This design comes from an exercise in tuning for small area and a short achievable clock period on the open sky130 flow, not from production work.
At most, simulation tests tie the RTL to the original design; equivalence was not proved.
Only the layout flow was run in runs 2 and 3; the RTL was not checked for function there.
Power is estimated from default activity; no workload was simulated.

==> flow/design.v <==
module system_crossbar_rr #(
  parameter int NUM_MASTERS    = 9,
  parameter int NUM_SLAVES     = 4,
  parameter int ADDR_WIDTH     = 32,
  parameter int DATA_WIDTH     = 32,
  parameter int ID_WIDTH       = 4,
  parameter logic [NUM_SLAVES*ADDR_WIDTH-1:0] SLAVE_BASE =
    {32'h3000_0000, 32'h2000_0000, 32'h1000_0000, 32'h0000_0000},
  parameter logic [NUM_SLAVES*ADDR_WIDTH-1:0] SLAVE_MASK =
    {32'hFFFF_0000, 32'hFFFF_0000, 32'hFFFF_0000, 32'hF000_0000},
  parameter logic [NUM_MASTERS-1:0] HI_PRIO_MASK = 9'h1FE,
  parameter int TIMEOUT_CYCLES = 256
) (
  input  logic                             clk,
  input  logic                             rst,
  input  logic [NUM_MASTERS-1:0]           m_req,
  input  logic [NUM_MASTERS-1:0]           m_we,
  input  logic [NUM_MASTERS*ADDR_WIDTH-1:0] m_addr,
  input  logic [NUM_MASTERS*DATA_WIDTH-1:0] m_wdata,
  input  logic [NUM_MASTERS*ID_WIDTH-1:0]   m_id,
  output logic [NUM_MASTERS-1:0]           m_ack,
  output logic [NUM_MASTERS-1:0]           m_err,
  output logic [NUM_MASTERS*DATA_WIDTH-1:0] m_rdata,
  output logic [NUM_SLAVES-1:0]            s_req,
  output logic [NUM_SLAVES-1:0]            s_we,
  output logic [NUM_SLAVES*ADDR_WIDTH-1:0] s_addr,
  output logic [NUM_SLAVES*DATA_WIDTH-1:0] s_wdata,
  output logic [NUM_SLAVES*ID_WIDTH-1:0]   s_id,
  input  logic [NUM_SLAVES-1:0]            s_ack,
  input  logic [NUM_SLAVES*DATA_WIDTH-1:0] s_rdata
);
  localparam int NM = NUM_MASTERS;
  localparam int NS = NUM_SLAVES;
  localparam int AW = ADDR_WIDTH;
  localparam int DW = DATA_WIDTH;
  localparam int IW = ID_WIDTH;
  localparam int CW = $clog2(TIMEOUT_CYCLES);
  localparam logic [CW-1:0] CNT_LAST = CW'(TIMEOUT_CYCLES - 1);
  logic [NS-1:0]  r_busy, r_resp, r_terr;
  logic [NS-1:0][NM-1:0] r_win;
  logic [NS-1:0][NM-1:0] r_wind;
  logic [NS-1:0][NM-1:0] r_sel;
  logic [NS-1:0][CW-1:0] r_cnt;
  logic [NS-1:0][DW-1:0] r_rd;
  logic [NM-1:0]  r_dack, r_cool;
  logic [NM-1:0]  w_hit;
  logic [NM-1:0][NS-1:0] w_match;
  logic [NS-1:0][NM-1:0] w_reqv;
  logic [NS-1:0][NM-1:0] w_gnt;
  logic [NS-1:0]  w_start, w_fin, w_tmo;
  logic [NM-1:0]  w_derr;
  function automatic logic [NM-1:0] rr_pick(input logic [NM-1:0] req, input logic [NM-1:0] win);
    logic [NM-1:0] after, res;
    logic seen, found;
    seen = win[NM-1];
    for (int m = 0; m < NM; m++) begin
      after[m] = seen;
      seen = seen | win[m];
    end
    res = '0;
    found = 1'b0;
    for (int m = 0; m < NM; m++)
      if (!found && req[m] && after[m]) begin res[m] = 1'b1; found = 1'b1; end
    for (int m = 0; m < NM; m++)
      if (!found && req[m]) begin res[m] = 1'b1; found = 1'b1; end
    rr_pick = res;
  endfunction
  for (genvar m = 0; m < NM; m++) begin : g_dec
    for (genvar s = 0; s < NS; s++) begin : g_s
      assign w_match[m][s] =
        (m_addr[m*AW +: AW] & SLAVE_MASK[s*AW +: AW]) == SLAVE_BASE[s*AW +: AW];
      if (s == 0) begin : g_first
        assign w_reqv[s][m] = m_req[m] & w_match[m][s];
      end else begin : g_rest
        assign w_reqv[s][m] = m_req[m] & w_match[m][s] & ~(|w_match[m][s-1:0]);
      end
    end
    assign w_hit[m]  = |w_match[m];
    assign w_derr[m] = m_req[m] & ~w_hit[m] & ~r_dack[m] & ~r_cool[m];
  end
  for (genvar s = 0; s < NS; s++) begin : g_arb
    logic [NM-1:0] hi, lo;
    assign hi          = w_reqv[s] & HI_PRIO_MASK;
    assign lo          = w_reqv[s] & ~HI_PRIO_MASK;
    assign w_gnt[s]    = (|hi) ? rr_pick(hi, r_win[s]) : rr_pick(lo, r_win[s]);
    assign w_start[s]  = ~r_busy[s] & ~r_resp[s] & (|w_reqv[s]);
    assign w_fin[s]    = r_busy[s] & (s_ack[s] | (r_cnt[s] == CNT_LAST));
    assign w_tmo[s]    = ~s_ack[s] & (r_cnt[s] == CNT_LAST);
  end
  always_ff @(posedge clk or posedge rst) begin
    if (rst) begin
      r_busy <= '0;
      r_resp <= '0;
      r_dack <= '0;
      r_cool <= '0;
      r_sel  <= '0;
      r_wind <= '0;
      for (int s = 0; s < NS; s++) r_win[s] <= NM'(1) << (NM - 1);
    end else begin
      r_busy <= w_start | (r_busy & ~w_fin);
      r_resp <= w_fin;
      r_dack <= w_derr;
      r_cool <= r_dack;
      for (int s = 0; s < NS; s++) begin
        if (w_start[s]) r_win[s] <= w_gnt[s];
        r_sel[s] <= w_fin[s] ? r_win[s] : '0;
        if (~r_busy[s] & ~r_resp[s]) r_wind[s] <= w_gnt[s];
      end
    end
  end
  always_ff @(posedge clk) begin
    r_terr <= w_tmo;
    for (int s = 0; s < NS; s++) begin
      r_cnt[s] <= r_busy[s] ? r_cnt[s] + 1'b1 : '0;
      r_rd[s]  <= s_rdata[s*DW +: DW];
    end
  end
  logic [NS-1:0][AW-1:0] w_pa;
  logic [NS-1:0][DW-1:0] w_pd;
  logic [NS-1:0][IW-1:0] w_pi;
  logic [NS-1:0]         w_pw;
  always_comb begin
    w_pa = '0;
    w_pd = '0;
    w_pi = '0;
    w_pw = '0;
    for (int s = 0; s < NS; s++)
      for (int m = 0; m < NM; m++) begin
        w_pa[s] = w_pa[s] | ({AW{r_win[s][m]}} & m_addr[m*AW +: AW]);
        w_pd[s] = w_pd[s] | ({DW{r_wind[s][m]}} & m_wdata[m*DW +: DW]);
        w_pi[s] = w_pi[s] | ({IW{r_win[s][m]}} & m_id[m*IW +: IW]);
        w_pw[s] = w_pw[s] | (r_win[s][m] & m_we[m]);
      end
  end
  assign s_req = r_busy;
  for (genvar s = 0; s < NS; s++) begin : g_spay
    assign s_addr[s*AW +: AW]  = (w_pa[s] & ~SLAVE_MASK[s*AW +: AW]) | SLAVE_BASE[s*AW +: AW];
    assign s_wdata[s*DW +: DW] = w_pd[s];
    assign s_id[s*IW +: IW]    = w_pi[s];
    assign s_we[s]             = w_pw[s];
  end
  logic [NM-1:0][DW-1:0] w_rd;
  always_comb begin
    m_ack = r_dack;
    m_err = r_dack;
    w_rd  = '0;
    for (int m = 0; m < NM; m++)
      for (int s = 0; s < NS; s++) begin
        m_ack[m] = m_ack[m] | r_sel[s][m];
        m_err[m] = m_err[m] | (r_sel[s][m] & r_terr[s]);
        w_rd[m]  = w_rd[m]  | ({DW{r_sel[s][m]}} & r_rd[s]);
      end
  end
  assign m_rdata = w_rd;
endmodule
==> flow/flow/run.sh <==
#!/bin/bash
# The standard layout, with two changes: every input and output port gets the smallest buffer
# as its port buffer, and the ports are placed on the die edge in the bit-sliced order that
# flow/io.tcl gives (generated by gen/make_io.py), sourced right after the floorplan.
set -euo pipefail
export BUFFER_PORTS_ARGS="-buffer_cell sky130_fd_sc_hd__buf_1"
export IO_CONSTRAINTS="$PWD/flow/io.tcl"
bash standard.sh > standard_flow.log 2>&1
==> flow/flow/io.tcl <==
# Place the ports on the die edge in bit-sliced order, so that each data bit's inputs and
# outputs sit next to each other. Sourced by the floorplan step (IO_CONSTRAINTS).
set nm 9
set ns 4
set w 32
set iw 4
proc bits {name n w b} {
  set r {}
  for {set i 0} {$i < $n} {incr i} { lappend r "${name}\[[expr {$i * $w + $b}]\]" }
  return $r
}
set order {clk rst}
foreach n {m_req m_ack m_err} { lappend order {*}[bits $n $nm 1 0] }
foreach n {s_req s_ack} { lappend order {*}[bits $n $ns 1 0] }
lappend order {*}[bits m_we $nm 1 0] {*}[bits s_we $ns 1 0]
for {set b [expr {$w - 1}]} {$b >= 16} {incr b -1} {
  lappend order {*}[bits m_addr $nm $w $b] {*}[bits s_addr $ns $w $b]
}
for {set i 0} {$i < $iw} {incr i} {
  lappend order {*}[bits m_id $nm $iw $i] {*}[bits s_id $ns $iw $i]
}
for {set b 15} {$b >= 0} {incr b -1} {
  lappend order {*}[bits m_addr $nm $w $b] {*}[bits s_addr $ns $w $b]
  lappend order {*}[bits m_wdata $nm $w $b] {*}[bits s_wdata $ns $w $b]
}
for {set b 16} {$b < $w} {incr b} {
  lappend order {*}[bits m_wdata $nm $w $b] {*}[bits s_wdata $ns $w $b]
}
for {set b 0} {$b < $w} {incr b} {
  lappend order {*}[bits s_rdata $ns $w $b] {*}[bits m_rdata $nm $w $b]
}

# Walk the edge clockwise from the bottom-left corner, keeping clear of the corners.
set die [ord::get_die_area]
set dx [lindex $die 2]
set dy [lindex $die 3]
set mg 12.0
set lx [expr {$dx - 2 * $mg}]
set ly [expr {$dy - 2 * $mg}]
set per [expr {2 * ($lx + $ly)}]
set n [llength $order]
set i 0
foreach p $order {
  set t [expr {($i + 0.5) / $n * $per}]
  if {$t < $ly} {
    place_pin -pin_name $p -layer met3 -location [list 0 [expr {$mg + $t}]] -force_to_die_boundary
  } elseif {$t < $ly + $lx} {
    place_pin -pin_name $p -layer met2 -location [list [expr {$mg + $t - $ly}] $dy] -force_to_die_boundary
  } elseif {$t < 2 * $ly + $lx} {
    place_pin -pin_name $p -layer met3 -location [list $dx [expr {$dy - $mg - ($t - $ly - $lx)}]] -force_to_die_boundary
  } else {
    place_pin -pin_name $p -layer met2 -location [list [expr {$dx - $mg - ($t - 2 * $ly - $lx)}] 0] -force_to_die_boundary
  }
  incr i
}
==> flow/standard.sh <==
#!/bin/bash
# synth_recipe.tcl (not shown) runs the flow's synth.tcl, then flattens the netlist and writes it again
# the make line also repeats each setting of config.mk as NAME=value (left out here)
make -C /OpenROAD-flow-scripts/flow DESIGN_CONFIG=/design/flow/config.mk WORK_HOME=/design/flow/orfs CLKGATE_MAP_FILE= SYNTH_SCRIPT=/design/flow/synth_recipe.tcl "${@:-finish}"
==> flow/config.mk <==
export PLATFORM = sky130hd
export DESIGN_NAME = system_crossbar_rr
export DESIGN_NICKNAME = system_crossbar_rr
export VERILOG_FILES = /design/flow/design.v
export SDC_FILE = /design/flow/constraint.sdc
export NUM_CORES = 4
export LEC_CHECK = 0
export ABC_CLOCK_PERIOD_IN_PS = 2000
export CAP_MARGIN = 20
export CORE_AREA = 10 10 490 490
export DIE_AREA = 0 0 500 500
export PLACE_DENSITY = 0.35
export SETUP_SLACK_MARGIN = 3.0
export SLEW_MARGIN = 20
==> flow/constraint.sdc <==
create_clock -name core_clock -period 7.0 [get_ports {clk}]
set_input_delay 1.4000 -clock core_clock [delete_from_list [all_inputs] [get_ports {clk}]]
set_output_delay 1.4000 -clock core_clock [all_outputs]
set_load 0.01 [all_outputs]
==> impl_metrics.ini, run 1 <==
[placement]
hpwl_um = 173000
place_ws_ps = 2780
placed_cell_area_um2 = 35100
gp_congestion = 0.898
port_buffers = 1297
dp_cells = 7487

[synthesis]
ys_seq_area_share_pct = 23.7
yosysTopAreaCell = a22oi_1
yosys_warnings = 1
synth_edf_count = 0
ys_ff_latch = 298
syn_inst = 3643
syn_area_um2 = 28000
synthArstFlopShare_pct = 45.0
synth_cell_type_count = 89
yosysTopAreaCellShare_pct = 21.7
synth.area.top_cells = a22oi_1 22%, dfxtp_1 12%, dfrtp_1 12%
ys.flop_type = dfxtp_1
synth_area_per_cell_um2 = 7.69

[worst_setup_path]
cp-endpoint = s_wdata[122]
rr_worst_depth = 8
critical_path_class = flop to output pin
cp_max_fo = 14
r2r_start = r_win[1]$_DFFE_PP0P_
required_ps = 5600
start_kind = flop
worstReg2RegEnd = r_wind[4]$_DFFE_PP0P_
arrival_ps = 2510
crit_start = r_wind[34]$_DFFE_PP0P_
r2r_slack_ps = 3800
end_kind = output pin

[sta]
maxSlewHeadroom_pct = 15.5
tns_ps = 0
timing.final.ws_setup_ps = 3090
finClkSkew_ps = 39.2
finalMaxSlewViolations = 0
finalHoldViolations = 0
final-setup-viol-count = 0
rsz0062_at_grt = false
worst_pin_slew_ps = 1270
min_period_over_period_pct = 55.9
min_period_ps = 3910
fmax_ghz = 0.256

[routing]
drtIter0Drc = 8391
drc = 0
vias = 41834
first_pass_iters = 15
wl_um = 239000
routedWlPerCell_um = 31.5
ant_nets = 0
via_per_inst = 5.53

[clocking]
root_buffer = clkbuf_16
cts_buffer_depth = 3
cts_sinks = 298
cts_hold_buf = 0
path_clk_slew_ps = 60
htreeDepth = 2
numCtsBuffers = 37
insertion_delay_ps = 600
post-cts-setup-buffers = 0
cts_tree = yes

[min_path]
hp-class = flop to flop
hold-path-cell-count = 0

[global_route]
antenna_found_initial = 8
grtUsageTotal_pct = 17.4
grt_pass1_vias = 42059
grt_max_degree = 55
grt_pass1_wl_um = 320000
grt_overflow = 0

[layout]
final-instance-count-excl-fill = 7564
final_layout_size_suffix_gt1_share_pct = 6.11
nFillCells = 26508
area_growth_pct = 30.2
design_area_um2 = 36500
fin_nets = 5270

[die]
dieHeight_um = 500
die-area_um2 = 250000
io_pins = 0
die_w_um = 500
core_area_um2 = 230000
start_util_pct = 12.2
rows = 176

[pwr]
p_leak_nw = 12.9
total_power_mw = 5.59
peakVddDrop_v = 0.000184
p_per_area_nw_per_um2 = 153

[outcome]
outcome = complete, no violations

[run]
cap_violations = 0
## flip-flops by register name, summed over array words and instances, names as in the netlist
register and count:
r_busy 4, r_cnt 32, r_cool 9, r_dack 9, r_rd 128, r_resp 4
r_sel 36, r_terr 4, r_win 36, r_wind 36
## layer usage
| metal | part of all wire [%] | GRT usage [%] | vias to the layer above |
|---|---|---|---|
| met2 | 45 | 27.8 | 4113 |
| met3 | 13 | 6.70 | 810 |
| met5 | 0.055 | 0.381 | - |
| met1 | 37 | 20.5 | 20320 |
| li1 | - | - | 16582 |
| met4 | 4.8 | 7.65 | 9 |
## worst max-delay path: stages (launching register included)
cell and delay (ps):
dfrtp_4 720, buf_4 440, buf_4 270, a222oi_1 110
nand3_1 140, buf_1 170
## synthesized netlist by cell type (all sizes together), types with 4 or more instances
library cell	number
a21oi	24
or4	10
nor2b	12
nor4	37
dfstp	4
a31oi	15
or2	10
o311a	4
a21boi	11
and2	61
o22ai	5
nand2b	4
nor3	37
o211ai	9
and4	11
nor2	68
a21bo	9
xnor2	11
ha	4
a22o	225
nand4	27
nand4b	4
nand2	416
a211o	8
nor4bb	4
a221oi	224
inv	14
dfrtp	130
a222oi	234
or3	14
o21ai	35
xor2	5
a22oi	811
and3	15
nand3	278
buf	122
dfxtp	164
nor3b	10
a21o	20
clkbuf	489
## worst min path at each step
stage                         from                  end  slack (ps)
3_5_place_dp   r_dack[0]$_DFF_PP0_  r_cool[0]$_DFF_PP0_         440
6_report       r_dack[8]$_DFF_PP0_  r_cool[8]$_DFF_PP0_         450
3_3_place_gp   r_cnt[0]$_SDFF_PN0_  r_cnt[0]$_SDFF_PN0_         430
2_1_floorplan  r_dack[0]$_DFF_PP0_  r_cool[0]$_DFF_PP0_         400
4_1_cts        r_dack[2]$_DFF_PP0_  r_cool[2]$_DFF_PP0_         460
5_1_grt        r_dack[8]$_DFF_PP0_  r_cool[8]$_DFF_PP0_         460
## through the flow
step | util (%) | hold slack (ps)
2_1_floorplan | - | 396
3_3_place_gp | 15.3 | 429
3_5_place_dp | 15.3 | 441
4_1_cts | 15.8 | 457
5_1_grt | 15.9 | 461
6_report | 15.9 | 451
## kinds of logic (layout without fill, tap and decap cells)
kind of cell | after synthesis | after routing | share of synthesized area, %
compound gates | 1664 | 1664 | 48.5
simple gates | 1033 | 1033 | 17.9
buf+inv | 625 | 1463 | 9.12
flops | 298 | 298 | 23.7
xor+xnor | 16 | 16 | 0.500
fa+ha+maj | 4 | 4 | 0.179
other cells | 2 | 59 | 0.0268
mux | 1 | 1 | 0.0357
## final cells by class
cell class,instances,area (µm²),area share [%]
Antenna cell,7,17.5,0.0481
Clock buffer,47,993,2.73
Timing Repair Buffer,1381,5540,15.2
Sequential cell,298,6780,18.6
Clock inverter,21,278,0.762
Inverter,14,56.3,0.154
Tap cell,3026,3790,10.4
Multi-Input combinational cell,2770,19000,52.1
## what timing repair did
item	4_1_cts	5_1_grt
gates cloned	0	0
setup endpoints to repair	20	1
endpoints found under the hold margin	0	0
resized for setup	4	1
## cells in the final DEF (no fill, tap or decap), types with 12 or more instances in the layout
cell / instances
a21o_1: 20
a21oi_1: 24
a221oi_1: 224
a222oi_1: 234
a22o_1: 225
a22oi_1: 811
a31oi_1: 15
and2_1: 61
and3_1: 15
buf_1: 1297
buf_4: 79
clkbuf_16: 37
conb_1: 52
dfrtp_1: 26
dfrtp_2: 100
dfxtp_1: 164
inv_1: 13
nand2_1: 416
nand3_1: 278
nand4_1: 27
nor2_1: 68
nor2b_1: 12
nor3_1: 35
nor4_1: 35
o21ai_0: 24
or3_1: 14
## power breakdown
group | leakage (nW) | switching, mW | internal [mW] | total (mW)
clock network | 0.613 | 0.901 | 1.18 | 2.08
logic | 9.30 | 1.06 | 0.480 | 1.54
registers | 3.02 | 0.188 | 1.78 | 1.97
==> run 2, diff against run 1 <==
--- a/flow/design.v
+++ b/flow/design.v
@@ -38,7 +38,6 @@
   localparam logic [CW-1:0] CNT_LAST = CW'(TIMEOUT_CYCLES - 1);
   logic [NS-1:0]  r_busy, r_resp, r_terr;
   logic [NS-1:0][NM-1:0] r_win;
-  logic [NS-1:0][NM-1:0] r_wind;
   logic [NS-1:0][NM-1:0] r_sel;
   logic [NS-1:0][CW-1:0] r_cnt;
   logic [NS-1:0][DW-1:0] r_rd;
@@ -94,7 +93,6 @@
       r_dack <= '0;
       r_cool <= '0;
       r_sel  <= '0;
-      r_wind <= '0;
       for (int s = 0; s < NS; s++) r_win[s] <= NM'(1) << (NM - 1);
     end else begin
       r_busy <= w_start | (r_busy & ~w_fin);
@@ -104,7 +102,6 @@
       for (int s = 0; s < NS; s++) begin
         if (w_start[s]) r_win[s] <= w_gnt[s];
         r_sel[s] <= w_fin[s] ? r_win[s] : '0;
-        if (~r_busy[s] & ~r_resp[s]) r_wind[s] <= w_gnt[s];
       end
     end
   end
@@ -127,7 +124,7 @@
     for (int s = 0; s < NS; s++)
       for (int m = 0; m < NM; m++) begin
         w_pa[s] = w_pa[s] | ({AW{r_win[s][m]}} & m_addr[m*AW +: AW]);
-        w_pd[s] = w_pd[s] | ({DW{r_wind[s][m]}} & m_wdata[m*DW +: DW]);
+        w_pd[s] = w_pd[s] | ({DW{r_win[s][m]}} & m_wdata[m*DW +: DW]);
         w_pi[s] = w_pi[s] | ({IW{r_win[s][m]}} & m_id[m*IW +: IW]);
         w_pw[s] = w_pw[s] | (r_win[s][m] & m_we[m]);
       end
--- a/flow/config.mk
+++ b/flow/config.mk
@@ -5,7 +5,6 @@
 export SDC_FILE = /design/flow/constraint.sdc
 export NUM_CORES = 4
 export LEC_CHECK = 0
-export ABC_CLOCK_PERIOD_IN_PS = 2000
 export CAP_MARGIN = 20
 export CORE_AREA = 10 10 490 490
 export DIE_AREA = 0 0 500 500
==> run 2 against run 1 <==
Still clean. Synthesized cell count is 3.4% lower. Cell area down 3.1%. Core utilization shrank 0.49 points. Worst hold slack got worse by 9.7 ps. Non-clock buffer count is 2 lower. Sequential cell count is 36 lower. Fmax down 2.4%. Worst setup slack worse by 98 ps. Clock skew increased by 3.6 ps. Critical path depth up 3. Synthesized area fell by 5.1%. Combinational power is 3% higher.
==> impl_metrics.ini, run 2 <==
[sta]
fmax_ghz = 0.249
final-setup-viol-count = 0
finClkSkew_ps = 42.9
finalMaxSlewViolations = 0
maxSlewHeadroom_pct = 16.9
worst_pin_slew_ps = 1250
rsz0062_at_grt = false
hold_ws_ps = 442
tns_ps = 0
timing.final.ws_setup_ps = 2990
min_period_ps = 4010
min_period_over_period_pct = 57.3
finalHoldViolations = 0

[synthesis]
synth_edf_count = 0
synthArstFlopShare_pct = 37.4
syn_inst = 3518
yosysTopAreaCellShare_pct = 22.8
ys.flop_type = dfxtp_1
synth_area_per_cell_um2 = 7.55
syn_area_um2 = 26600
synth_cell_type_count = 74
synth.area.top_cells = a22oi_1 23%, dfxtp_1 12%, dfrtp_1 8.9%
synth_most_common_cell = a22oi_1
yosys_warnings = 1
yosysTopAreaCell = a22oi_1
ys_ff_latch = 262
synth_commonest_cells = 806 x a22oi_1, 442 x clkbuf_1, 392 x nand2_1
ys_seq_area_share_pct = 21.6

[worst_setup_path]
cp_cell_sequence = buf_1, nor4_1, and4_1, a22oi_1, o21ai_0, o21ai_0, a32oi_1, o21ai_0
cp_max_fo = 11
required_ps = 7430
cp_num_buf_inv = 1
end_kind = flop
start_kind = input pin
cpPeakStageDelay_ps = 960
critical_path_class = input pin to flop
worst_path_dominant_cell_family = simple AND/OR/NAND/NOR gates
cp_slowest_cell = nor4_1
r2r_slack_ps = 3460
cpMostUsedCell = o21ai_0
arrival_ps = 4440

[layout]
final-instance-count-excl-fill = 7452
fin_nets = 5164
multi_input_area_um2 = 18600
largest_reg_flops = 128
top_regs = r_rd x128, r_sel x36, r_win x36
nFillCells = 26520
final_layout_size_suffix_gt1_share_pct = 5.18
seqCellArea_um2 = 5930
final_cell_mix = 1297 x buf_1, 806 x a22oi_1, 392 x nand2_1, 271 x nand3_1, 233 x a222oi_1
area_growth_pct = 32.9
largest_register = r_rd
layout_commonest_cell = buf_1

[pwr]
total_power_mw = 5.17
p_per_area_nw_per_um2 = 146
peakVddDrop_v = 0.000163
p_leak_nw = 12.0

[clocking]
cts_hold_buf = 0
htreeDepth = 2
path_clk_slew_ps = 60
root_buffer = clkbuf_16
cts_sinks = 262
cts_tree = yes
numCtsBuffers = 34
insertion_delay_ps = 570
cts_buffer_depth = 3

[outcome]
outcome = complete, no violations

[placement]
gp_congestion = 0.913
place_ws_ps = 2520
dp_cells = 7368
hpwl_um = 154000
port_buffers = 1297

[global_route]
grt_overflow = 0
grt_pass1_wl_um = 295000
antenna_found_initial = 10
grt_util_met1_pct = 18.5
grt.busiest_layer = met2
grt_pass1_vias = 40669
grt_max_degree = 69
grt_util_met3_pct = 4.59
met2_usage_pct = 26.0
grtUsageTotal_pct = 15.6

[run]
cap_violations = 0

[routing]
drc = 0
routedWlPerCell_um = 29.3
via_per_inst = 5.35
wl_um = 218000
drtIter0Drc = 7414
ant_nets = 0
first_pass_iters = 14
vias = 39861

[die]
die-area_um2 = 250000
core_area_um2 = 230000
rows = 176
io_pins = 0
dieHeight_um = 500
die_w_um = 500
start_util_pct = 11.6

[min_path]
hp-class = flop to flop
-- run 2: changes by cell type in the layout (fill, tap and decap cells not counted), moves of 11 or more --
cell,before,now
dfrtp_2,100,33
nand2_1,416,392
buf_6,3,24
nand4_1,27,16
a21o_1,20,2
buf_4,79,38
dfrtp_4,4,35
o21ai_0,24,37
buf_12,2,17
-- run 2: final timing paths --
check	to	cells after the start	from
min in group asynchronous	r_dack[1]$_DFF_PP0_	2	rst
worst max-delay path	r_win[32]$_DFFE_PP0P_	8	m_addr[272]
worst max register to register	r_win[34]$_DFFE_PP0P_	7	r_win[28]$_DFFE_PP0P_
worst min register to register	r_cool[1]$_DFF_PP0_	0	r_dack[1]$_DFF_PP0_
max in group asynchronous	r_win[14]$_DFFE_PP0P_	3	rst
worst min-delay path	r_cool[1]$_DFF_PP0_	0	r_dack[1]$_DFF_PP0_
-- run 2: kinds of logic after synthesis --
kind of cell	Yosys count	share of synthesized area, %
AO/OA/AOI/OAI	1655	50.7
XOR/XNOR	16	0.527
adder cells (fa/ha/maj)	4	0.188
buffers and inverters	601	9.24
flip-flops	262	21.6
multiplexers	3	0.122
other	2	0.0283
AND/OR/NAND/NOR	975	17.6
-- run 2: worst reg2reg max path: stages (launching register included) --
cell	delay, ps
dfrtp_4	620
buf_12	270
or4_1	620
nor4_1	630
o21ai_0	460
a2111oi_0	620
o211ai_1	150
nand2_1	100
-- run 2: per-stage QoR --
stage	area, µm²	util (%)
floorplan	26800	-
global placement	33800	14.7
detailed placement	33800	14.7
CTS	35000	15.3
global route	35300	15.4
finish	35300	15.4
-- run 2: cell type report --
| class | instances | area share [%] |
|---|---|---|
| inverters | 14 | 0.152 |
| clock inverters | 14 | 0.425 |
| flip-flops and latches | 262 | 16.8 |
| well taps | 3026 | 10.7 |
| repair buffers | 1379 | 16.5 |
| multi-input cells | 2705 | 52.7 |
| clock buffers | 47 | 2.72 |
| diodes | 5 | 0.0354 |
-- run 2: timing repair --
item,4_1_cts,5_1_grt
endpoints found under the hold margin,0,0
gates resized for setup,20,7
cloned,0,0
endpoints found under the setup margin,152,39
buffers inserted,3,14
-- run 2: metal layers --
metal,share of wire (%),up-vias
met5,0.0041,-
met4,4.8,2
met3,12,663
met2,47,3590
met1,37,19394
li1,-,16212
-- run 2: power breakdown --
group | internal, mW | switching [mW] | total, mW
logic | 0.531 | 1.06 | 1.59
registers | 1.57 | 0.228 | 1.80
clock network | 1.01 | 0.777 | 1.79
total | 3.11 | 2.06 | 5.17
==> run 3, diff against run 2 <==
--- a/flow/design.v
+++ b/flow/design.v
@@ -38,6 +38,7 @@
   localparam logic [CW-1:0] CNT_LAST = CW'(TIMEOUT_CYCLES - 1);
   logic [NS-1:0]  r_busy, r_resp, r_terr;
   logic [NS-1:0][NM-1:0] r_win;
+  logic [NS-1:0][NM-1:0] r_wind;
   logic [NS-1:0][NM-1:0] r_sel;
   logic [NS-1:0][CW-1:0] r_cnt;
   logic [NS-1:0][DW-1:0] r_rd;
@@ -110,6 +111,7 @@
     for (int s = 0; s < NS; s++) begin
       r_cnt[s] <= r_busy[s] ? r_cnt[s] + 1'b1 : '0;
       r_rd[s]  <= s_rdata[s*DW +: DW];
+      r_wind[s] <= (~r_busy[s] & ~r_resp[s]) ? w_gnt[s] : r_win[s];
     end
   end
   logic [NS-1:0][AW-1:0] w_pa;
@@ -124,7 +126,7 @@
     for (int s = 0; s < NS; s++)
       for (int m = 0; m < NM; m++) begin
         w_pa[s] = w_pa[s] | ({AW{r_win[s][m]}} & m_addr[m*AW +: AW]);
-        w_pd[s] = w_pd[s] | ({DW{r_win[s][m]}} & m_wdata[m*DW +: DW]);
+        w_pd[s] = w_pd[s] | ({DW{r_wind[s][m]}} & m_wdata[m*DW +: DW]);
         w_pi[s] = w_pi[s] | ({IW{r_win[s][m]}} & m_id[m*IW +: IW]);
         w_pw[s] = w_pw[s] | (r_win[s][m] & m_we[m]);
       end
--- a/flow/flow/io.tcl
+++ b/flow/flow/io.tcl
@@ -30,26 +30,38 @@
   lappend order {*}[bits s_rdata $ns $w $b] {*}[bits m_rdata $nm $w $b]
 }
 
-# Walk the edge clockwise from the bottom-left corner, keeping clear of the corners.
+# Walk the edge clockwise from the bottom-left corner, keeping clear of the corners. The left
+# and right edges (met3) take pins two met3 tracks apart; the top and bottom edges (met2) share
+# the rest evenly.
 set die [ord::get_die_area]
 set dx [lindex $die 2]
 set dy [lindex $die 3]
 set mg 12.0
 set lx [expr {$dx - 2 * $mg}]
 set ly [expr {$dy - 2 * $mg}]
-set per [expr {2 * ($lx + $ly)}]
 set n [llength $order]
+set nv [expr {int($ly / 1.4)}]
+set nh [expr {($n - 2 * $nv) / 2}]
+set cnt [list $nv [expr {$n - 2 * $nv - $nh}] $nv $nh]
 set i 0
+set e 0
+set k 0
 foreach p $order {
-  set t [expr {($i + 0.5) / $n * $per}]
-  if {$t < $ly} {
-    place_pin -pin_name $p -layer met3 -location [list 0 [expr {$mg + $t}]] -force_to_die_boundary
-  } elseif {$t < $ly + $lx} {
-    place_pin -pin_name $p -layer met2 -location [list [expr {$mg + $t - $ly}] $dy] -force_to_die_boundary
-  } elseif {$t < 2 * $ly + $lx} {
-    place_pin -pin_name $p -layer met3 -location [list $dx [expr {$dy - $mg - ($t - $ly - $lx)}]] -force_to_die_boundary
+  while {$k >= [lindex $cnt $e]} { incr e; set k 0 }
+  set ne [lindex $cnt $e]
+  if {$e == 0} {
+    set d [expr {($k + 0.5) / $ne * $ly}]
+    place_pin -pin_name $p -layer met3 -location [list 0 [expr {$mg + $d}]] -force_to_die_boundary
+  } elseif {$e == 1} {
+    set d [expr {($k + 0.5) / $ne * $lx}]
+    place_pin -pin_name $p -layer met2 -location [list [expr {$mg + $d}] $dy] -force_to_die_boundary
+  } elseif {$e == 2} {
+    set d [expr {($k + 0.5) / $ne * $ly}]
+    place_pin -pin_name $p -layer met3 -location [list $dx [expr {$dy - $mg - $d}]] -force_to_die_boundary
   } else {
-    place_pin -pin_name $p -layer met2 -location [list [expr {$dx - $mg - ($t - 2 * $ly - $lx)}] 0] -force_to_die_boundary
+    set d [expr {($k + 0.5) / $ne * $lx}]
+    place_pin -pin_name $p -layer met2 -location [list [expr {$dx - $mg - $d}] 0] -force_to_die_boundary
   }
+  incr k
   incr i
 }
--- a/flow/config.mk
+++ b/flow/config.mk
@@ -6,8 +6,8 @@
 export NUM_CORES = 4
 export LEC_CHECK = 0
 export CAP_MARGIN = 20
-export CORE_AREA = 10 10 490 490
-export DIE_AREA = 0 0 500 500
+export CORE_AREA = 10 10 410 410
+export DIE_AREA = 0 0 420 420
 export PLACE_DENSITY = 0.35
 export SETUP_SLACK_MARGIN = 3.0
 export SLEW_MARGIN = 20
==> run 3 against run 2 <==
Still clean. Total power grew 12%. Non-clock buffer count increased by 26. Sequential cell count is 36 higher. Sequential share of layout area up 1.8 points. Worst hold slack barely moved. Cell count decreased by 11%. Synthesized area grew 4.3%. Critical endpoint is now s_wdata[100].
==> impl_metrics.ini, run 3 <==
[worst_setup_path]
cp_cell_sequence = a22o_1, a221oi_1, nand3_1, buf_1
cp_num_buf_inv = 1
end_kind = output pin
required_ps = 5600
start_kind = flop
cp_max_fo = 32
cpPeakStageDelay_ps = 1050
critical_path_class = flop to output pin
worst_path_dominant_cell_family = flip-flops
arrival_ps = 2580
cp_slowest_cell = dfxtp_2

[layout]
layout_commonest_cell = buf_1
final_cell_mix = 1297 x buf_1, 807 x a22oi_1, 430 x nand2_1, 265 x nand3_1, 233 x a222oi_1
nFillCells = 18136
fin_nets = 5313
design_area_um2 = 35300
largest_reg_flops = 128
finish.utilization_pct = 22.3
largest_register = r_rd
final_layout_size_suffix_gt1_share_pct = 5.79
area_growth_pct = 27.5

[synthesis]
synth_area_per_cell_um2 = 7.64
ys.flop_type = dfxtp_1
synth_xor_area_share_pct = 0.506
yosysTopAreaCell = a22oi_1
synth_compound_area_share_pct = 49.0
yosys_warnings = 1
syn_inst = 3627
synth.area.top_cells = a22oi_1 22%, dfxtp_1 14%, dfrtp_1 8.5%
syn_area_um2 = 27700
ys_seq_area_share_pct = 23.3
synth_commonest_cells = 807 x a22oi_1, 462 x clkbuf_1, 430 x nand2_1
synth_most_common_cell = a22oi_1
synth_top_family_by_area = compound AO/OA/AOI/OAI gates
synthArstFlopShare_pct = 32.9
synthMuxAreaShare_pct = 0.144
synth_edf_count = 0
ys_ff_latch = 298
yosysTopAreaCellShare_pct = 21.9
synth_fa_ha_area_share_pct = 0.181
synthSimpleGateAreaFrac_pct = 18.1
synth_cell_type_count = 76

[placement]
port_buffers = 1297
hpwl_um = 170000
placed_cell_area_um2 = 33900
gp_congestion = 0.907

[routing]
vias = 41758
via_per_inst = 6.27
wl_um = 240000
first_pass_iters = 12
ant_nets = 0
drtIter0Drc = 8872
routedWlPerCell_um = 36.0
drc = 0

[sta]
fmax_ghz = 0.251
tns_ps = 0
worst_pin_slew_ps = 1280
finClkSkew_ps = 43.4
min_period_over_period_pct = 56.9
final-setup-viol-count = 0
finalHoldViolations = 0
finalMaxSlewViolations = 0
min_period_ps = 3980
maxSlewHeadroom_pct = 14.6
rsz0062_at_grt = false

[clocking]
numCtsBuffers = 39
insertion_delay_ps = 610
cts_hold_buf = 0
cts_sinks = 298
cts_tree = yes
htreeDepth = 2
cts_buffer_depth = 3
path_clk_slew_ps = 70
root_buffer = clkbuf_16

[global_route]
grtUsageTotal_pct = 24.9
grt.busiest_layer = met2
met2_usage_pct = 40.8
grt_util_met1_pct = 29.9
grt_util_met3_pct = 6.45
grt_overflow = 0
grt_pass1_vias = 41058
grt_pass1_wl_um = 321000
antenna_found_initial = 27
grt_max_degree = 53

[pwr]
clkPwrFrac_pct = 37.6
p_leak_nw = 12.9
p_int_mw = 3.56
p_seq_share_pct = 34.1
peakVddDrop_v = 0.000153
p_sw_mw = 2.22
swShare_pct = 38.4
p_comb_share_pct = 28.3
p_per_area_nw_per_um2 = 164

[die]
rows = 146
die_w_um = 420
core_area_um2 = 159000
io_pins = 0
start_util_pct = 17.5
dieHeight_um = 420
die-area_um2 = 176000

[min_path]
hp-class = flop to flop

[run]
cap_violations = 0

[outcome]
outcome = complete, no violations
-- run 3: area by class of cell --
class | count | area, µm² | share of cell area [%]
Antenna cell | 17 | 42.5 | 0.120
Clock buffer | 59 | 1150 | 3.26
Clock inverter | 13 | 215 | 0.609
Inverter | 15 | 58.8 | 0.166
Multi-Input combinational cell | 2786 | 19000 | 53.8
Sequential cell | 298 | 6550 | 18.5
Tap cell | 2072 | 2590 | 7.34
Timing Repair Buffer | 1405 | 5700 | 16.1
-- run 3: metal layers --
| metal | part of all wire, % | vias up |
|---|---|---|
| met5 | 0.025 | - |
| met4 | 5.5 | 8 |
| met3 | 11 | 747 |
| met2 | 46 | 3850 |
| met1 | 37 | 20462 |
| li1 | - | 16691 |
-- run 3: kinds of logic after synthesis --
| logic type | count (synthesis) |
|---|---|
| multiplexers | 4 |
| adder cells (fa/ha/maj) | 4 |
| AO/OA/AOI/OAI | 1668 |
| other | 2 |
| buffers and inverters | 593 |
| flip-flops | 298 |
| AND/OR/NAND/NOR | 1042 |
| XOR/XNOR | 16 |
-- run 3: per-stage QoR --
stage	hold WS [ps]	std cells	setup slack, ps	power (mW)
CTS	445	6647	3010	5.76
global placement	420	6575	2610	3.59
global route	454	6660	3010	5.98
finish	441	6665	3020	5.78
floorplan	396	3677	3040	2.69
detailed placement	427	6575	2660	3.57
-- run 3: timing repair --
action	CTS	global route
setup buffers	0	0
pin swaps	0	0
endpoints found under the setup margin	16	2
gates resized for setup	1	3
-- run 3: path summary, 6_finish.rpt --
| kind | start | endpoint | slack [ps] | depth (start not counted) |
|---|---|---|---|---|
| min in group asynchronous | rst | r_cool[6]$_DFF_PP0_ | 890 | 2 |
| setup / recovery | r_wind[30]$_DFF_P_ | s_wdata[100] | 3020 | 4 |
| setup reg to reg | r_win[19]$_DFFE_PP0P_ | r_win[21]$_DFFE_PP0P_ | 3670 | 8 |
| hold reg to reg | r_dack[2]$_DFF_PP0_ | r_cool[2]$_DFF_PP0_ | 440 | 0 |
| max in group asynchronous | rst | r_win[34]$_DFFE_PP0P_ | 4830 | 3 |
| hold / removal | r_dack[2]$_DFF_PP0_ | r_cool[2]$_DFF_PP0_ | 440 | 0 |
-- run 3: power by group through the flow --
stage / clock network (mW) / logic [mW] / registers [mW]
finish: 2.17 / 1.64 / 1.97
detailed placement: 0 / 1.58 / 1.99
floorplan: 0 / 0.852 / 1.84
CTS: 2.22 / 1.59 / 1.96
global route: 2.28 / 1.72 / 1.98
global placement: 0 / 1.60 / 1.99
==> run 4, diff against run 3 <==
--- a/flow/design.v
+++ b/flow/design.v
@@ -38,7 +38,6 @@
   localparam logic [CW-1:0] CNT_LAST = CW'(TIMEOUT_CYCLES - 1);
   logic [NS-1:0]  r_busy, r_resp, r_terr;
   logic [NS-1:0][NM-1:0] r_win;
-  logic [NS-1:0][NM-1:0] r_wind;
   logic [NS-1:0][NM-1:0] r_sel;
   logic [NS-1:0][CW-1:0] r_cnt;
   logic [NS-1:0][DW-1:0] r_rd;
@@ -111,13 +110,17 @@
     for (int s = 0; s < NS; s++) begin
       r_cnt[s] <= r_busy[s] ? r_cnt[s] + 1'b1 : '0;
       r_rd[s]  <= s_rdata[s*DW +: DW];
-      r_wind[s] <= (~r_busy[s] & ~r_resp[s]) ? w_gnt[s] : r_win[s];
     end
   end
-  logic [NS-1:0][AW-1:0] w_pa;
-  logic [NS-1:0][DW-1:0] w_pd;
-  logic [NS-1:0][IW-1:0] w_pi;
-  logic [NS-1:0]         w_pw;
+  logic [NS*NM-1:0] w_winf, w_self;
+  logic [NS*DW-1:0] w_rdf;
+  logic [NS*AW-1:0] w_pa;
+  logic [NS*DW-1:0] w_pd;
+  logic [NS*IW-1:0] w_pi;
+  logic [NS-1:0]    w_pw;
+  assign w_winf = r_win;
+  assign w_self = r_sel;
+  assign w_rdf  = r_rd;
   always_comb begin
     w_pa = '0;
     w_pd = '0;
@@ -125,30 +128,26 @@
     w_pw = '0;
     for (int s = 0; s < NS; s++)
       for (int m = 0; m < NM; m++) begin
-        w_pa[s] = w_pa[s] | ({AW{r_win[s][m]}} & m_addr[m*AW +: AW]);
-        w_pd[s] = w_pd[s] | ({DW{r_wind[s][m]}} & m_wdata[m*DW +: DW]);
-        w_pi[s] = w_pi[s] | ({IW{r_win[s][m]}} & m_id[m*IW +: IW]);
-        w_pw[s] = w_pw[s] | (r_win[s][m] & m_we[m]);
+        w_pa[s*AW +: AW] = w_pa[s*AW +: AW] | ({AW{w_winf[s*NM+m]}} & m_addr[m*AW +: AW]);
+        w_pd[s*DW +: DW] = w_pd[s*DW +: DW] | ({DW{w_winf[s*NM+m]}} & m_wdata[m*DW +: DW]);
+        w_pi[s*IW +: IW] = w_pi[s*IW +: IW] | ({IW{w_winf[s*NM+m]}} & m_id[m*IW +: IW]);
+        w_pw[s]          = w_pw[s] | (w_winf[s*NM+m] & m_we[m]);
       end
   end
-  assign s_req = r_busy;
-  for (genvar s = 0; s < NS; s++) begin : g_spay
-    assign s_addr[s*AW +: AW]  = (w_pa[s] & ~SLAVE_MASK[s*AW +: AW]) | SLAVE_BASE[s*AW +: AW];
-    assign s_wdata[s*DW +: DW] = w_pd[s];
-    assign s_id[s*IW +: IW]    = w_pi[s];
-    assign s_we[s]             = w_pw[s];
-  end
-  logic [NM-1:0][DW-1:0] w_rd;
+  assign s_req   = r_busy;
+  assign s_addr  = (w_pa & ~SLAVE_MASK) | SLAVE_BASE;
+  assign s_wdata = w_pd;
+  assign s_id    = w_pi;
+  assign s_we    = w_pw;
   always_comb begin
-    m_ack = r_dack;
-    m_err = r_dack;
-    w_rd  = '0;
+    m_ack   = r_dack;
+    m_err   = r_dack;
+    m_rdata = '0;
     for (int m = 0; m < NM; m++)
       for (int s = 0; s < NS; s++) begin
-        m_ack[m] = m_ack[m] | r_sel[s][m];
-        m_err[m] = m_err[m] | (r_sel[s][m] & r_terr[s]);
-        w_rd[m]  = w_rd[m]  | ({DW{r_sel[s][m]}} & r_rd[s]);
+        m_ack[m] = m_ack[m] | w_self[s*NM+m];
+        m_err[m] = m_err[m] | (w_self[s*NM+m] & r_terr[s]);
+        m_rdata[m*DW +: DW] = m_rdata[m*DW +: DW] | ({DW{w_self[s*NM+m]}} & w_rdf[s*DW +: DW]);
       end
   end
-  assign m_rdata = w_rd;
 endmodule
==> flow/flow/io.tcl (replaced) <==
# Place the ports on the die edge in bit-sliced order, so that each data bit's inputs and
# outputs sit next to each other. Sourced by the floorplan step (IO_CONSTRAINTS).
set nm 9
set ns 4
set w 32
set iw 4
proc bits {name n w b} {
  set r {}
  for {set i 0} {$i < $n} {incr i} { lappend r "${name}\[[expr {$i * $w + $b}]\]" }
  return $r
}
set order {clk rst}
foreach n {m_req m_ack m_err} { lappend order {*}[bits $n $nm 1 0] }
foreach n {s_req s_ack} { lappend order {*}[bits $n $ns 1 0] }
lappend order {*}[bits m_we $nm 1 0] {*}[bits s_we $ns 1 0]
for {set b [expr {$w - 1}]} {$b >= 16} {incr b -1} {
  lappend order {*}[bits m_addr $nm $w $b] {*}[bits s_addr $ns $w $b]
}
for {set i 0} {$i < $iw} {incr i} {
  lappend order {*}[bits m_id $nm $iw $i] {*}[bits s_id $ns $iw $i]
}
for {set b 15} {$b >= 0} {incr b -1} {
  lappend order {*}[bits m_addr $nm $w $b] {*}[bits s_addr $ns $w $b]
  lappend order {*}[bits m_wdata $nm $w $b] {*}[bits s_wdata $ns $w $b]
}
for {set b 16} {$b < $w} {incr b} {
  lappend order {*}[bits m_wdata $nm $w $b] {*}[bits s_wdata $ns $w $b]
}
for {set b 0} {$b < $w} {incr b} {
  lappend order {*}[bits s_rdata $ns $w $b] {*}[bits m_rdata $nm $w $b]
}

# Walk the edge clockwise from the bottom-left corner, keeping clear of the corners.
set die [ord::get_die_area]
set dx [lindex $die 2]
set dy [lindex $die 3]
set mg 12.0
set lx [expr {$dx - 2 * $mg}]
set ly [expr {$dy - 2 * $mg}]
set per [expr {2 * ($lx + $ly)}]
set n [llength $order]
set i 0
foreach p $order {
  set t [expr {($i + 0.5) / $n * $per}]
  if {$t < $ly} {
    place_pin -pin_name $p -layer met3 -location [list 0 [expr {$mg + $t}]] -force_to_die_boundary
  } elseif {$t < $ly + $lx} {
    place_pin -pin_name $p -layer met2 -location [list [expr {$mg + $t - $ly}] $dy] -force_to_die_boundary
  } elseif {$t < 2 * $ly + $lx} {
    place_pin -pin_name $p -layer met3 -location [list $dx [expr {$dy - $mg - ($t - $ly - $lx)}]] -force_to_die_boundary
  } else {
    place_pin -pin_name $p -layer met2 -location [list [expr {$dx - $mg - ($t - 2 * $ly - $lx)}] 0] -force_to_die_boundary
  }
  incr i
}
--- a/flow/config.mk
+++ b/flow/config.mk
@@ -6,8 +6,8 @@
 export NUM_CORES = 4
 export LEC_CHECK = 0
 export CAP_MARGIN = 20
-export CORE_AREA = 10 10 410 410
-export DIE_AREA = 0 0 420 420
+export CORE_AREA = 10 10 490 490
+export DIE_AREA = 0 0 500 500
 export PLACE_DENSITY = 0.35
-export SETUP_SLACK_MARGIN = 3.0
+export SETUP_SLACK_MARGIN = 3.3
 export SLEW_MARGIN = 20
==> run 4 against run 3 <==
Count of clock-buffer cells in the layout is 14 lower. Cell area is 9.8% higher. Combinational power is 17% higher. Critical path type unchanged.
==> impl_metrics.ini, run 4 <==
[outcome]
outcome = complete, no violations

[pwr]
p_sw_mw = 2.22
p_seq_share_pct = 30.9
clkPwrFrac_pct = 34.7
p_leak_nw = 13.9
p_per_area_nw_per_um2 = 144
peakVddDrop_v = 0.000157
swShare_pct = 39.7
p_int_mw = 3.37
p_comb_share_pct = 34.4

[sta]
finClkSkew_ps = 35.5
min_period_ps = 3800
maxSlewHeadroom_pct = 27.8
finalMaxSlewViolations = 0
final-setup-viol-count = 0
fmax_ghz = 0.263
tns_ps = 0
rsz0062_at_grt = true
min_period_over_period_pct = 54.3
finalHoldViolations = 0
worst_pin_slew_ps = 1080

[layout]
nFillCells = 26329
area_growth_pct = 46.0
final_layout_size_suffix_gt1_share_pct = 15.1
design_area_um2 = 38800
final_cell_mix = 1178 x buf_1, 806 x a22oi_1, 392 x nand2_1, 270 x nand3_1, 233 x a222oi_1
largest_register = r_rd
top_regs = r_rd x128, r_sel x36, r_win x36
largest_reg_flops = 128
fin_nets = 5282
layout_commonest_cell = buf_1
finish.utilization_pct = 16.9

[clocking]
cts_sinks = 262
cts_hold_buf = 0
htreeDepth = 2
cts_buffer_depth = 3
root_buffer = clkbuf_16
path_clk_slew_ps = 70
numCtsBuffers = 34
cts_tree = yes
insertion_delay_ps = 570

[synthesis]
yosys_warnings = 1
ys.flop_type = dfxtp_1
syn_area_um2 = 26600
synth_edf_count = 0
ys_seq_area_share_pct = 21.6
yosysTopAreaCellShare_pct = 22.8
ys_ff_latch = 262
yosysTopAreaCell = a22oi_1
synth_most_common_cell = a22oi_1
synth_cell_type_count = 74
synth_area_per_cell_um2 = 7.55
synthArstFlopShare_pct = 37.4
synth.area.top_cells = a22oi_1 23%, dfxtp_1 12%, dfrtp_1 8.9%
synth_commonest_cells = 806 x a22oi_1, 442 x clkbuf_1, 392 x nand2_1
syn_inst = 3518

[worst_setup_path]
start_kind = flop
critical_path_class = flop to output pin
r2r_slack_ps = 3730
cp_slowest_cell = dfrtp_4
cp_max_fo = 62
arrival_ps = 2400
cpPeakStageDelay_ps = 520
r2r_start = r_win[0]$_DFFE_PP0P_
cp_cell_sequence = buf_16, a221oi_2, nand3_1, buf_2
required_ps = 5600
rr_worst_depth = 9
end_kind = output pin
worstReg2RegEnd = r_win[6]$_DFFE_PP0P_

[min_path]
hp-class = flop to flop
hold_end = r_cool[0]$_DFF_PP0_
hold_start = r_dack[0]$_DFF_PP0_
hold-path-cell-count = 0

[routing]
routedWlPerCell_um = 32.3
vias = 40759
via_per_inst = 5.38
wl_um = 245000
ant_nets = 0
drc = 0
first_pass_iters = 14
drtIter0Drc = 7595

[die]
die_w_um = 500
die-area_um2 = 250000
dieHeight_um = 500
io_pins = 0
core_area_um2 = 230000
start_util_pct = 11.6
rows = 176

[global_route]
grt_max_degree = 64
grtUsageTotal_pct = 17.5
antenna_found_initial = 24
grt_overflow = 0
grt_pass1_vias = 41248
grt_pass1_wl_um = 321000

[run]
cap_violations = 0

[placement]
gp_congestion = 0.939
port_buffers = 1297
placed_cell_area_um2 = 33900
hpwl_um = 155000
==> run 4: changes by cell type after synthesis, moves of 8 or more <==
cell	delta
or3_1	-12
o31ai_1	+8
clkbuf_1	-20
buf_1	+29
dfxtp_1	-36
nand4_1	-9
a21o_1	-10
nand2_1	-38
==> run 4: worst max-delay path, delay by kind of cell, from the launching register on <==
kind | cells | cell delay (ps)
flops | 1 | 520
compound gates | 1 | 440
buf+inv | 2 | 410
simple gates | 1 | 150
==> run 4: what timing repair did <==
item / CTS / global route
endpoints found under the setup margin: 269 / 239
pin swaps: 31 / 90
cloned: 9 / 9
setup buffers: 83 / 20
resized for setup: 153 / 316
==> run 4: worst max path at each step <==
stage	start	to	slack, ps	cells after the start
2_1_floorplan	m_addr[49]	r_win[21]$_DFFE_PP0P_	3480	8
3_3_place_gp	m_addr[272]	r_win[32]$_DFFE_PP0P_	2530	8
3_5_place_dp	m_addr[176]	r_win[20]$_DFFE_PP0P_	2540	8
4_1_cts	r_win[3]$_DFFE_PP0P_	s_wdata[22]	3200	6
5_1_grt	r_win[3]$_DFFE_PP0P_	s_we[0]	3210	7
6_report	r_win[1]$_DFFE_PP0P_	s_addr[2]	3200	4
==> run 4: kinds of logic after synthesis <==
family                     count (synthesis)  synth area share, %
AOI/OAI and AO/OA                       1655                 50.7
and+or+nand+nor                          975                 17.6
buffers and inverters                    601                 9.24
DFF                                      262                 21.6
xor gates and xnor gates                  16                0.527
adders and majority gates                  4                0.188
muxes                                      3                0.122
other                                      2               0.0283
==> run 4: through the flow <==
stage          hold WS (ps)  cells  setup WS [ps]  power, mW
2_1_floorplan           396   3568           3480       2.49
3_3_place_gp            415   7383           2530       3.37
3_5_place_dp            424   7383           2540       3.37
4_1_cts                 426   7537           3200       5.51
5_1_grt                 456   7571           3210       5.82
6_report                426   7582           3200       5.59
==> run 4: routing by layer <==
layer / share of wire (%) / wire length (µm) / GRT usage (%)
met1: 38 / 91800 / 20.8
met2: 47 / 114000 / 28.8
met3: 11 / 27500 / 5.41
met4: 4.5 / 11100 / 7.67
met5: 0.0053 / 13 / 0
==> run 4: power by group through the flow <==
| stage | clock (mW) | combinational, mW | sequential (mW) |
|---|---|---|---|
| 2_1_floorplan | 0 | 0.881 | 1.61 |
| 3_3_place_gp | 0 | 1.53 | 1.84 |
| 3_5_place_dp | 0 | 1.53 | 1.84 |
| 4_1_cts | 1.99 | 1.79 | 1.73 |
| 5_1_grt | 2.06 | 2.02 | 1.74 |
| 6_report | 1.94 | 1.92 | 1.73 |
==> run 4: area by class of cell <==
cell class	count	area, µm²	share of cell area (%)
repair buffers	1497	7790	20.1
diodes	16	40.0	0.103
multi-input cells	2705	20000	51.4
flip-flops and latches	262	5960	15.4
clock inverters	17	246	0.635
inverters	14	56.3	0.145
well taps	3026	3790	9.76
clock buffers	45	962	2.48
==> run 5, diff against run 4 <==
--- a/flow/config.mk
+++ b/flow/config.mk
@@ -8,6 +8,6 @@
 export CAP_MARGIN = 20
 export CORE_AREA = 10 10 490 490
 export DIE_AREA = 0 0 500 500
-export PLACE_DENSITY = 0.35
-export SETUP_SLACK_MARGIN = 3.3
+export PLACE_DENSITY = 0.55
+export SETUP_SLACK_MARGIN = 3.0
 export SLEW_MARGIN = 20
==> run 5 against run 4 <==
Core utilization shrank 1.7 points. Non-clock buffer count decreased by 128. Worst hold slack improved by 20 ps. Critical path depth did not move. First-iteration DRC count is 21% higher. Worst setup slack worse by 220 ps. Largest power group is now sequential cells.
==> impl_metrics.ini, run 5 <==
[worst_setup_path]
end_kind = output pin
start_kind = flop
cp_max_fo = 29
critical_path_class = flop to output pin
required_ps = 5600
arrival_ps = 2620

[global_route]
grt_pass1_wl_um = 256000
grt_pass1_vias = 38879
grt_max_degree = 68
grtUsageTotal_pct = 13.2
grt_overflow = 0
antenna_found_initial = 7

[layout]
largest_reg_flops = 128
layout_commonest_cell = buf_1
area_growth_pct = 31.6
final-instance-count-excl-fill = 7430
final_cell_mix = 1297 x buf_1, 806 x a22oi_1, 392 x nand2_1, 271 x nand3_1, 233 x a222oi_1
finish.utilization_pct = 15.2
top_regs = r_rd x128, r_sel x36, r_win x36
largest_register = r_rd
final_layout_size_suffix_gt1_share_pct = 4.75
fin_nets = 5145
design_area_um2 = 35000
nFillCells = 26558

[sta]
min_period_ps = 4020
rsz0062_at_grt = true
final-setup-viol-count = 0
tns_ps = 0
hold_ws_ps = 446
finalMaxSlewViolations = 0
maxSlewHeadroom_pct = 17.2
timing.final.ws_setup_ps = 2980
min_period_over_period_pct = 57.4
finClkSkew_ps = 24.9
worst_pin_slew_ps = 1240
finalHoldViolations = 0
fmax_ghz = 0.249

[routing]
drtIter0Drc = 9221
routedWlPerCell_um = 25.0
via_per_inst = 5.27
first_pass_iters = 17
wl_um = 186000
drc = 0
vias = 39131
ant_nets = 0

[pwr]
p_per_area_nw_per_um2 = 140
p_comb_share_pct = 29.6
p_seq_share_pct = 36.9
p_sw_mw = 1.87
p_leak_nw = 11.8
swShare_pct = 38.1
p_int_mw = 3.03
total_power_mw = 4.90
clkPwrFrac_pct = 33.5
peakVddDrop_v = 0.000155

[synthesis]
synth_most_common_cell = a22oi_1
synth.area.top_cells = a22oi_1 23%, dfxtp_1 12%, dfrtp_1 8.9%
yosys_warnings = 1
syn_inst = 3518
synthSimpleGateAreaFrac_pct = 17.6
synthArstFlopShare_pct = 37.4
yosysTopAreaCell = a22oi_1
synth_fa_ha_area_share_pct = 0.188
syn_area_um2 = 26600
synthMuxAreaShare_pct = 0.122
ys_ff_latch = 262
ys.flop_type = dfxtp_1
yosysTopAreaCellShare_pct = 22.8
synth_area_per_cell_um2 = 7.55
synth_cell_type_count = 74
synth_xor_area_share_pct = 0.527
synth_commonest_cells = 806 x a22oi_1, 442 x clkbuf_1, 392 x nand2_1
synth_top_family_by_area = compound AO/OA/AOI/OAI gates
synth_compound_area_share_pct = 50.7
ys_seq_area_share_pct = 21.6
synth_edf_count = 0

[clocking]
htreeDepth = 1
path_clk_slew_ps = 70
cts_tree = yes
cts_buffer_depth = 3
cts_hold_buf = 0
numCtsBuffers = 25
cts_sinks = 262
root_buffer = clkbuf_16
insertion_delay_ps = 610

[die]
io_pins = 0
dieHeight_um = 500
core_area_um2 = 230000
rows = 176
die-area_um2 = 250000
start_util_pct = 11.6
die_w_um = 500

[run]
cap_violations = 0

[placement]
place_ws_ps = 2660
gp_congestion = 0.931
dp_cells = 7361
hpwl_um = 138000
placed_cell_area_um2 = 33700
port_buffers = 1297

[min_path]
hp-class = flop to flop

[outcome]
outcome = complete, no violations
## run 5: power groups by stage
stage	combinational, mW	sequential (mW)	clock [mW]
2_1_floorplan	0.881	1.61	0
3_5_place_dp	1.39	1.82	0
3_3_place_gp	1.39	1.83	0
5_1_grt	1.56	1.81	1.71
4_1_cts	1.40	1.79	1.66
6_report	1.45	1.81	1.64
## run 5: area by class of cell
class	instances	area [µm²]	share of cell area (%)
well taps	3026	3790	10.8
inverters	14	55.1	0.157
multi-input cells	2705	18600	53.2
flip-flops and latches	262	5920	16.9
repair buffers	1369	5630	16.1
diodes	8	20.0	0.0572
clock inverters	14	262	0.748
clock buffers	32	702	2.01
## run 5: timing repair
item | CTS | global route
resized for setup | 16 | 7
setup buffers | 2 | 12
hold endpoints to repair | 0 | 0
endpoints found under the setup margin | 145 | 80
## run 5: final timing paths
check	startpoint	end	slack, ps	depth (start not counted)
hold / removal	r_dack[3]$_DFF_PP0_	r_cool[3]$_DFF_PP0_	450	0
max in group asynchronous	rst	r_win[33]$_DFFE_PP0P_	4850	3
setup reg to reg	r_win[35]$_DFFE_PP1P_	r_win[34]$_DFFE_PP0P_	3770	7
hold reg to reg	r_dack[3]$_DFF_PP0_	r_cool[3]$_DFF_PP0_	450	0
setup / recovery	r_win[25]$_DFFE_PP0P_	s_wdata[95]	2980	4
min in group asynchronous	rst	r_dack[0]$_DFF_PP0_	840	2
## run 5: per-layer routing
layer,track usage (%),routed length (µm),up-vias
met1,15.5,64800,18228
met2,21.2,83000,4034
met3,4.86,27500,705
li1,-,-,16160
met5,0,24,-
met4,6.31,10400,4
## run 5: kinds of logic after synthesis
kind of cell,count (synthesis)
AO/OA/AOI/OAI,1655
AND/OR/NAND/NOR,975
buffers and inverters,601
flip-flops,262
XOR/XNOR,16
adder cells (fa/ha/maj),4
multiplexers,3
other,2
## run 5: critical path, cell delays in order, from the launching register on
cell      delay, ps
dfrtp_4         820
buf_4           540
a222oi_1        200
nand3_1         150
buf_1           170
==> run 6, diff against run 5 <==
--- a/flow/design.v
+++ b/flow/design.v
@@ -38,7 +38,6 @@
   localparam logic [CW-1:0] CNT_LAST = CW'(TIMEOUT_CYCLES - 1);
   logic [NS-1:0]  r_busy, r_resp, r_terr;
   logic [NS-1:0][NM-1:0] r_win;
-  logic [NS-1:0][NM-1:0] r_sel;
   logic [NS-1:0][CW-1:0] r_cnt;
   logic [NS-1:0][DW-1:0] r_rd;
   logic [NM-1:0]  r_dack, r_cool;
@@ -92,7 +91,6 @@
       r_resp <= '0;
       r_dack <= '0;
       r_cool <= '0;
-      r_sel  <= '0;
       for (int s = 0; s < NS; s++) r_win[s] <= NM'(1) << (NM - 1);
     end else begin
       r_busy <= w_start | (r_busy & ~w_fin);
@@ -101,7 +99,6 @@
       r_cool <= r_dack;
       for (int s = 0; s < NS; s++) begin
         if (w_start[s]) r_win[s] <= w_gnt[s];
-        r_sel[s] <= w_fin[s] ? r_win[s] : '0;
       end
     end
   end
@@ -119,7 +116,9 @@
   logic [NS*IW-1:0] w_pi;
   logic [NS-1:0]    w_pw;
   assign w_winf = r_win;
-  assign w_self = r_sel;
+  for (genvar s = 0; s < NS; s++) begin : g_sel
+    assign w_self[s*NM +: NM] = r_resp[s] ? r_win[s] : '0;
+  end
   assign w_rdf  = r_rd;
   always_comb begin
     w_pa = '0;
--- a/flow/config.mk
+++ b/flow/config.mk
@@ -8,6 +8,6 @@
 export CAP_MARGIN = 20
 export CORE_AREA = 10 10 490 490
 export DIE_AREA = 0 0 500 500
-export PLACE_DENSITY = 0.55
+export PLACE_DENSITY = 0.35
 export SETUP_SLACK_MARGIN = 3.0
 export SLEW_MARGIN = 20
==> run 6 against run 5 <==
Critical endpoint is now m_rdata[186]. Routed wire length rose by 25%. Via count rose by 2.9%. First-iteration DRC count fell by 9.2%. Worst hold slack got worse by 39 ps. Fmax rose by 0.41%. Still clean on timing, DRC and antenna. Synthesized cell count fell by 1.2%. Synthesized area fell by 3.1%. Clock power fell by 5%. Die area did not move. Largest power group is now combinational cells.
==> impl_metrics.ini, run 6 <==
[sta]
final-setup-viol-count = 0
min_period_over_period_pct = 57.2
finalHoldViolations = 0
tns_ps = 0
finClkSkew_ps = 14.2
maxSlewHeadroom_pct = 18.2
fmax_ghz = 0.250
hold_ws_ps = 407
min_period_ps = 4000
worst_pin_slew_ps = 1220
timing.final.ws_setup_ps = 3000
finalMaxSlewViolations = 0
rsz0062_at_grt = true

[die]
dieHeight_um = 500
core_area_um2 = 230000
io_pins = 0
die-area_um2 = 250000
die_w_um = 500
rows = 176
start_util_pct = 11.2

[run]
cap_violations = 0

[clocking]
cts_tree = yes
cts_buffer_depth = 3
insertion_delay_ps = 630
htreeDepth = 1
path_clk_slew_ps = 60
root_buffer = clkbuf_16
numCtsBuffers = 27
cts_sinks = 226

[layout]
final_layout_size_suffix_gt1_share_pct = 6.69
layout_commonest_cell = buf_1
top_regs = r_rd x128, r_win x36, r_cnt x32
fin_nets = 5185
area_growth_pct = 36.4
largest_register = r_rd
final_cell_mix = 1297 x buf_1, 817 x a22oi_1, 376 x nand2_1, 278 x nand3_1
largest_reg_flops = 128
finish.utilization_pct = 15.3

[pwr]
p_leak_nw = 11.8
p_per_area_nw_per_um2 = 160
total_power_mw = 5.61
peakVddDrop_v = 0.000175

[synthesis]
synthArstFlopShare_pct = 27.4
synth_edf_count = 0
syn_inst = 3476
ys.flop_type = dfxtp_1
synth.area.top_cells = a22oi_1 24%, dfxtp_1 13%, a222oi_1 8.7%
ys_seq_area_share_pct = 18.8
yosys_warnings = 1
synth_cell_type_count = 84
yosysTopAreaCell = a22oi_1
synth_most_common_cell = a22oi_1
synth_commonest_cells = 817 x a22oi_1, 433 x clkbuf_1, 376 x nand2_1
syn_area_um2 = 25800
synth_area_per_cell_um2 = 7.41
yosysTopAreaCellShare_pct = 23.8
ys_ff_latch = 226

[global_route]
grt_max_degree = 63
grt_overflow = 0
grt_pass1_wl_um = 307000
grtUsageTotal_pct = 16.5
grt_pass1_vias = 40547
antenna_found_initial = 20

[routing]
vias = 40256
wl_um = 233000
routedWlPerCell_um = 31.2
via_per_inst = 5.39
ant_nets = 0
drtIter0Drc = 8376
first_pass_iters = 12
drc = 0

[outcome]
outcome = complete, no violations

[worst_setup_path]
cp_cell_sequence = and2_2, a22oi_1, nand2_1, buf_1
cp_max_fo = 20
cpPeakStageDelay_ps = 740
critical_path_class = flop to output pin
cp_slowest_cell = dfrtp_4
start_kind = flop
end_kind = output pin
arrival_ps = 2600
required_ps = 5600

[placement]
gp_congestion = 0.900
place_ws_ps = 2610
hpwl_um = 156000
port_buffers = 1297

[min_path]
hp-class = flop to flop
run 6: critical path: cells and delay by family (launching register included):
family | cells | cell delay, ps
compound gates | 1 | 190
simple gates | 2 | 870
buf+inv | 1 | 170
flops | 1 | 740
run 6: area by class of cell:
cell class | count | area [µm²]
diodes | 6 | 15.0
clock buffers | 42 | 873
clock inverters | 7 | 88.8
fillers | 26552 | 195000
inverters | 14 | 52.6
multi-input cells | 2732 | 19000
flip-flops and latches | 226 | 4980
well taps | 3026 | 3790
repair buffers | 1416 | 6360
run 6: worst paths after layout:
path / cells past startpoint / startpoint / slack [ps] / to
min in group asynchronous: 3 / rst / 1010 / r_cool[8]$_DFF_PP0_
worst max-delay path: 4 / r_win[14]$_DFFE_PP0P_ / 3000 / m_rdata[186]
max in group asynchronous: 3 / rst / 5270 / r_win[12]$_DFFE_PP0P_
worst min register to register: 1 / r_cool[6]$_DFF_PP0_ / 410 / r_dack[6]$_DFF_PP0_
worst max register to register: 8 / r_win[27]$_DFFE_PP0P_ / 3630 / r_win[30]$_DFFE_PP0P_
worst min-delay path: 1 / r_cool[6]$_DFF_PP0_ / 410 / r_dack[6]$_DFF_PP0_
run 6: cell families (layout without fill, tap and decap cells):
kind of cell,after synthesis,after routing,share of synthesized area (%)
other,2,58,0.0292
XOR/XNOR,16,16,0.544
multiplexers,3,3,0.121
AND/OR/NAND/NOR,980,1005,18.7
flip-flops,226,226,18.8
buffers and inverters,593,1479,9.46
adder cells (fa/ha/maj),4,4,0.194
AO/OA/AOI/OAI,1652,1652,52.2
run 6: metal layers:
| layer | GRT usage [%] | routed length, µm | vias to the layer above |
|---|---|---|---|
| met5 | 0 | 137 | - |
| met4 | 6.97 | 10800 | 4 |
| met3 | 4.38 | 27500 | 632 |
| met2 | 26.6 | 104000 | 3792 |
| met1 | 20.6 | 89900 | 19584 |
| li1 | - | - | 16244 |
run 6: through the flow:
stage	std cells	area, µm²
2_1_floorplan	3526	25900
3_3_place_gp	7322	32800
3_5_place_dp	7324	32900
4_1_cts	7436	34800
5_1_grt	7467	35100
6_report	7469	35100
run 6: timing repair:
item | 4_1_cts | 5_1_grt
pin swaps | 18 | 7
endpoints found under the setup margin | 493 | 308
gates cloned | 18 | 7
hold endpoints to repair | 0 | 0
resized for setup | 82 | 23
buffers inserted | 45 | 20
hold buffers | 0 | 0
run 6: power breakdown:
part | internal, mW | switching (mW)
registers | 1.37 | 0.246
logic | 0.826 | 1.60
clock network | 0.898 | 0.667
total | 3.09 | 2.51

port drivers added, routing unchanged:
Ports are ideal in the flow. The routed layouts listed here were re-timed in OpenROAD. Step 1, drivers: a clkbuf_16 drives clk and a buf_2 each remaining input, both assumed. Step 2 moves the port delays by t, midway between the first and last clock arrival at a register: inputs arrive t later, outputs are due t later. That takes back most of the time a late clock gives input paths. a / b / c = ideal / step 1 / step 2; a / b = the first two.
run	shift t [ns]	setup slack, ns	clock arrival spread, ns
run 1	0.659	3.090 / 3.011 / 2.706	0.049 / 0.049
run 2	0.635	2.992 / 2.938 / 2.413	0.047 / 0.047
run 3	0.668	3.020 / 2.940 / 2.423	0.049 / 0.049
run 4	0.636	3.202 / 3.122 / 2.769	0.050 / 0.050
run 5	0.667	2.980 / 2.909 / 2.552	0.034 / 0.034
run 6	0.692	2.997 / 2.919 / 2.553	0.030 / 0.030
After both steps setup and hold are still met in every run listed. For run 3, which loses most, drivers alone change the setup slack by -0.080 ns; drivers and shift together by -0.597 ns.
